Background: an optimization exercise with open tools, aiming at small area, a short achievable clock period and few clock cycles per item. Do not read the settings as production practice. Function was checked by simulation only, so behaviour that the tests miss may differ from the original.

Setup of run 1:
## fp32_div_pipe
module fp32_div_pipe (
  input  logic        clk,
  input  logic        rst_n,
  input  logic        in_valid,
  output logic        in_ready,
  input  logic [31:0] in_a,
  input  logic [31:0] in_b,
  output logic        out_valid,
  input  logic        out_ready,
  output logic [31:0] out_q,
  output logic [3:0]  out_flags
);
Size: ~4,200 cells after synthesis, ~330 flip-flops, roughly 110 I/O pins, roughly 43,000 um^2 of cells after synthesis.
export LEC_CHECK = 0
export ABC_AREA = 1
export CAP_MARGIN = 20
export CORE_MARGIN = 2
export CORE_UTILIZATION = 60
export CTS_CLUSTER_DIAMETER = 100
export CTS_CLUSTER_SIZE = 30
export SLEW_MARGIN = 60
export SYNTH_HIERARCHICAL = 1
export SYNTH_MINIMUM_KEEP_SIZE = 0
create_clock -name core_clock -period 125.0 [get_ports {clk}]
standard.sh (not shown) runs the stock make flow with config.mk's settings and CLKGATE_MAP_FILE= SYNTH_SCRIPT=/design/flow/synth_recipe.tcl, a recipe that flattens the netlist after the stock synthesis.
==> flow/flow/run.sh <==
#!/bin/bash
# Own layout flow: the standard flow (standard synthesis, floorplan, place,
# CTS, route) unchanged, except that the input and output port buffers that
# buffer_ports inserts are sky130_fd_sc_hd__buf_2 cells instead of the default
# choice. Every port is still buffered.
set -euo pipefail
export BUFFER_PORTS_ARGS="-buffer_cell sky130_fd_sc_hd__buf_2"
bash standard.sh finish > standard_flow.log 2>&1
Having completed the whole flow, run 1 delivered a layout that passed the timing, DRC and antenna checks.
Testbench counts of run 1, summed over its fixed seeds: cycles 16,032, items 16,000.
--- input diff run 1..run 2 ---
# run 1
export LEC_CHECK = 0
export ABC_AREA = 1
export CAP_MARGIN = 20
export CORE_MARGIN = 2
export CORE_UTILIZATION = 60
export CTS_CLUSTER_DIAMETER = 100
export CTS_CLUSTER_SIZE = 30
export SLEW_MARGIN = 60
export SYNTH_HIERARCHICAL = 1
export SYNTH_MINIMUM_KEEP_SIZE = 0
create_clock -name core_clock -period 125.0 [get_ports {clk}]
# run 2
export LEC_CHECK = 0
export ABC_AREA = 1
export CAP_MARGIN = 20
export CORE_MARGIN = 2
export CORE_UTILIZATION = 60
export CTS_CLUSTER_DIAMETER = 100
export CTS_CLUSTER_SIZE = 30
export GPL_ROUTABILITY_DRIVEN = 0
export GPL_TIMING_DRIVEN = 0
export SLEW_MARGIN = 45
export SYNTH_HIERARCHICAL = 1
export SYNTH_MINIMUM_KEEP_SIZE = 0
create_clock -name core_clock -period 125.0 [get_ports {clk}]
==> notes.md <==
Diff run 1 -> run 2: non-clock buffering overhead in the final layout has increased, cell area has increased.
Between run 1 and run 2, the via density per instance is higher for run 1.
Run 2 closes out successfully: all stages finished, all timing, DRC and antenna checks passed.
Per the comparison of run 2 with run 1, clock skew picked up an extra 0.026 ns; global-route usage picked up an extra 0.77 points; final worst-path setup slack lost 2.21 ns.
Compared with run 1, initial DRC count in run 2 increased by a few percent.
Looking only at ratio of final minimum period to clock period, and setting everything else aside, the higher value of run 1 and run 2 goes to run 2.
### run 2 -> run 3
# run 2
export LEC_CHECK = 0
export ABC_AREA = 1
export CAP_MARGIN = 20
export CORE_MARGIN = 2
export CORE_UTILIZATION = 60
export CTS_CLUSTER_DIAMETER = 100
export CTS_CLUSTER_SIZE = 30
export GPL_ROUTABILITY_DRIVEN = 0
export GPL_TIMING_DRIVEN = 0
export SLEW_MARGIN = 45
export SYNTH_HIERARCHICAL = 1
export SYNTH_MINIMUM_KEEP_SIZE = 0
create_clock -name core_clock -period 125.0 [get_ports {clk}]
# run 3
export LEC_CHECK = 0
export ABC_AREA = 1
export CAP_MARGIN = 0
export CORE_MARGIN = 2
export CORE_UTILIZATION = 60
export CTS_CLUSTER_DIAMETER = 100
export CTS_CLUSTER_SIZE = 30
export SLEW_MARGIN = 50
export SYNTH_HIERARCHICAL = 1
export SYNTH_MINIMUM_KEEP_SIZE = 0
create_clock -name core_clock -period 125.0 [get_ports {clk}]
Findings:
- Diff run 2 -> run 3: setup slack has increased, area added between synthesis and finish has decreased, final-layout worst hold slack now sits at about the same level, detailed route wirelength on metal2 decreased about 1.1%, critical path depth has decreased.
- Routed wire length sits lower in run 3 than in run 2.

---

Another version of the RTL of fp32_div_pipe (not shown whole).
For scale: ~330 flip-flops, about 110 I/O pins.
Design fp32_div_pipe, start of the top module:
module fp32_div_pipe (
  input  logic        clk,
  input  logic        rst_n,
  input  logic        in_valid,
  output logic        in_ready,
  input  logic [31:0] in_a,
  input  logic [31:0] in_b,
  output logic        out_valid,
  input  logic        out_ready,
  output logic [31:0] out_q,
  output logic [3:0]  out_flags
);
Settings: LEC_CHECK=0, ABC_AREA=1, CAP_MARGIN=20, CORE_MARGIN=2, CORE_UTILIZATION=40, SLEW_MARGIN=60, SYNTH_HIERARCHICAL=1, SYNTH_MINIMUM_KEEP_SIZE=0; clock period 125.0 ns.
run.sh (not shown) runs the stock make flow with config.mk's settings and CLKGATE_MAP_FILE= SYNTH_SCRIPT=/design/flow/synth_recipe.tcl, a recipe that flattens the netlist after the stock synthesis.
Stock flow here: none of the scripts above is used.
Testbench counts at the start, summed over its fixed seeds: cycles 16,032, items 16,000.
Edit:
- SLEW_MARGIN: 60 -> 20
Effect: Sequential share of layout area rose by 0.12 points. Cell count fell by 0.58%. Critical path depth rose by 85.

---

job 5011:
RTL: one of the versions met above, not the one the previous note started from.
Size: ~4,200 cells after synthesis, ~330 flip-flops, roughly 0.043 mm^2 of cells after synthesis.
Design fp32_div_pipe, start of the top module:
module fp32_div_pipe (
  input  logic        clk,
  input  logic        rst_n,
  input  logic        in_valid,
  output logic        in_ready,
  input  logic [31:0] in_a,
  input  logic [31:0] in_b,
  output logic        out_valid,
  input  logic        out_ready,
  output logic [31:0] out_q,
  output logic [3:0]  out_flags
);
  logic adv;
  logic rdy_q;
  logic take;
  logic arrive;
  logic r0_v;
  logic r1_v;
  logic r2_v;
  logic out_v;
  logic sk_v;
  logic [30:0] r0_a;
  logic [30:0] r0_b;
  logic r0_s;
  logic [7:0] ea;
  logic [7:0] eb;
  logic [22:0] fa1;
  logic [22:0] fb1;
  logic a_emax;
  logic a_ez;
  logic a_fnz;
  logic b_emax;
  logic b_ez;
  logic b_fnz;
  logic anan;
  logic ainf;
  logic bnan;
  logic binf;
  logic runf;
  logic [1:0] kind1;
  logic kx1;
  logic [9:0] e1;
  logic [9:0] e1n;
  logic [1:0] r2_kind;
  logic r2_kx;
  logic [23:0] d1;
  logic [5:0] qt1;
  logic [26:0] s1_S;
  logic [26:0] s1_C;
  logic [12:0] s1_qp;
  logic [6:0] s1_qn;
  logic [26:0] r1_S;
  logic [26:0] r1_C;
  logic [12:0] r1_qp;
  logic [6:0] r1_qn;
  logic [22:0] r1_fa;
  logic [22:0] r1_fb;
  logic r1_fbz;
  logic [9:0] r1_e;
  logic r1_s;
  logic [26:0] d2;
  logic [25:0] wg;
  logic [25:0] wp;
  logic negw;
  logic [22:0] cq;
  logic [22:0] cz;
  logic [22:0] cg;
  logic [22:0] cpp;
  logic [19:0] hG;
  logic [19:0] hP;
  logic [4:0] lG;
  ...
==> flow/config.mk <==
export PLATFORM = sky130hd
export DESIGN_NAME = fp32_div_pipe
export DESIGN_NICKNAME = fp32_div_pipe
export VERILOG_FILES = /design/flow/design.v
export SDC_FILE = /design/flow/constraint.sdc
export NUM_CORES = 4
export LEC_CHECK = 0
export ABC_AREA = 1
export CAP_MARGIN = 20
export CORE_MARGIN = 2
export CORE_UTILIZATION = 60
export CTS_CLUSTER_DIAMETER = 100
export CTS_CLUSTER_SIZE = 30
export SLEW_MARGIN = 50
export SYNTH_HIERARCHICAL = 1
export SYNTH_MINIMUM_KEEP_SIZE = 0
==> flow/constraint.sdc <==
create_clock -name core_clock -period 125.0 [get_ports {clk}]
set_input_delay 25.0000 -clock core_clock [delete_from_list [all_inputs] [get_ports {clk}]]
set_output_delay 25.0000 -clock core_clock [all_outputs]
set_load 0.01 [all_outputs]
standard.sh (not shown) runs the stock make flow with config.mk's settings and CLKGATE_MAP_FILE= SYNTH_SCRIPT=/design/flow/synth_recipe.tcl, a recipe that flattens the netlist after the stock synthesis.
==> flow/flow/run.sh <==
#!/bin/bash
# Own layout flow: the standard flow (standard synthesis, floorplan, place,
# CTS, route) unchanged, except that
#  - the input and output port buffers that buffer_ports inserts are
#    sky130_fd_sc_hd__buf_2 cells instead of the default choice (every port is
#    still buffered), and
#  - clock tree synthesis balances levels with one level of sink clustering.
set -euo pipefail
export BUFFER_PORTS_ARGS="-buffer_cell sky130_fd_sc_hd__buf_2"
export CTS_ARGS="-sink_clustering_enable -repair_clock_nets -sink_clustering_size 30 -sink_clustering_max_diameter 100 -sink_clustering_levels 1 -balance_levels"
bash standard.sh finish > standard_flow.log 2>&1
Testbench counts of job 5011, summed over its fixed seeds: cycles 16,032, items 16,000.
Edits applied to the flow inputs when going from job 5011 to job 5211:
Settings: a change of CORE_UTILIZATION from 60 to 66; a change of SLEW_MARGIN from 50 to 45.
==> flow/flow/run.sh <==
#!/bin/bash
# Own layout flow: the standard flow (standard synthesis, floorplan, place,
# CTS, route) unchanged, except that the input and output port buffers that
# buffer_ports inserts are sky130_fd_sc_hd__buf_2 cells instead of the default
# choice. Every port is still buffered.
set -euo pipefail
export BUFFER_PORTS_ARGS="-buffer_cell sky130_fd_sc_hd__buf_2"
bash standard.sh finish > standard_flow.log 2>&1
### Flow results
Both conditions hold for job 5211: the flow ran to the end and the final layout passed the timing, DRC and antenna checks.
Between job 5211 and job 5011, it is job 5211 whose worst setup skew after layout is higher, by 0.0068 ns.
From job 5011 to job 5211 the numbers moved as follows: depth of the worst hold-timing path did not really move, first-pass GRT wire length went down, placed cell area went down, placer's final routability congestion estimate went up.
Startpoint of the worst setup timing path = out_q_r[18]: job 5011; startpoint of the worst setup timing path = out_f_r[0]: job 5211
The run with more setup slack is job 5011; job 5211 has less.
Diff job 5211..job 5011 | worst hold slack | negligible
diff inputs: job 5211 => job 3274
Settings: CORE_UTILIZATION changed from 66 to 55.
==> comparison <==
- Clock latency reported for the late side of the worst-skew pair across job 5211 and job 3274: no real change.
- For maximum clock frequency, job 5211 and job 3274 come out practically identical.
- Count of filler cells inserted in the layout (job 3274 / job 5211): 1.4
- The wire length of job 3274 was inferior to that of job 5211.
- Floorplan core area deteriorates in job 3274 relative to job 5211.
- Higher final hold slack among job 5211 and job 3274: job 5211
#### Input delta (job 5845 over job 3274)
Settings: a change of CORE_UTILIZATION from 55 to 60; a change of SLEW_MARGIN from 45 to 50.
[summary]
Wire length on job 5845 is ahead of job 3274.
Going from job 3274 to job 5845, non-clock buffer count grew slightly.
Final cell count | job 5845 below job 3274
Smallest setup slack after layout was higher in the run labelled job 5845.
In the reports for job 5845 and job 3274, the larger summed area of non-filler cells in the final layout belongs to job 3274.
From job 3274 to job 5845 the numbers moved as follows: sequential share of cell area did not really move; core outline area went down; die span in x went down.

separate check: timing with driven ports:
No port has a modelled driver above. Below, the same layouts with a new extraction and two added sets of constraints.
Step 1: set_driving_cell puts a clkbuf_16 on clk and a buf_2 on each other input, an assumption about the parent block.
Step 2, shift: input delay + t, output delay - t, t = (earliest + latest rising clock arrival at the registers) / 2. This alone moves slack from input paths to output paths.
Three values: no drivers, after step 1, after step 2; two values: the first two.
run	t, ns	setup slack, ns	slew at the worst register clock pin (ns)	worst data-port slew with drivers (ns)
run 1	0.630	98.859 / 98.792 / 99.098	0.12 / 0.12	0.07
run 2	0.644	96.648 / 96.648 / 96.648	0.11 / 0.11	0.07
run 3	0.627	98.866 / 98.798 / 99.079	0.11 / 0.11	0.08
the first run of note 2	0.679	98.464 / 98.398 / 98.651	0.07 / 0.07	0.05
the second run of note 2	0.680	97.778 / 97.778 / 97.778	0.07 / 0.07	0.06
job 5011	0.627	98.866 / 98.798 / 99.079	0.11 / 0.11	0.08
job 5211	0.657	98.804 / 98.736 / 99.091	0.11 / 0.11	0.10
job 3274	0.658	98.772 / 98.702 / 99.079	0.12 / 0.12	0.06
job 5845	0.627	98.866 / 98.798 / 99.079	0.11 / 0.11	0.08
After both steps every run listed still meets setup and hold.
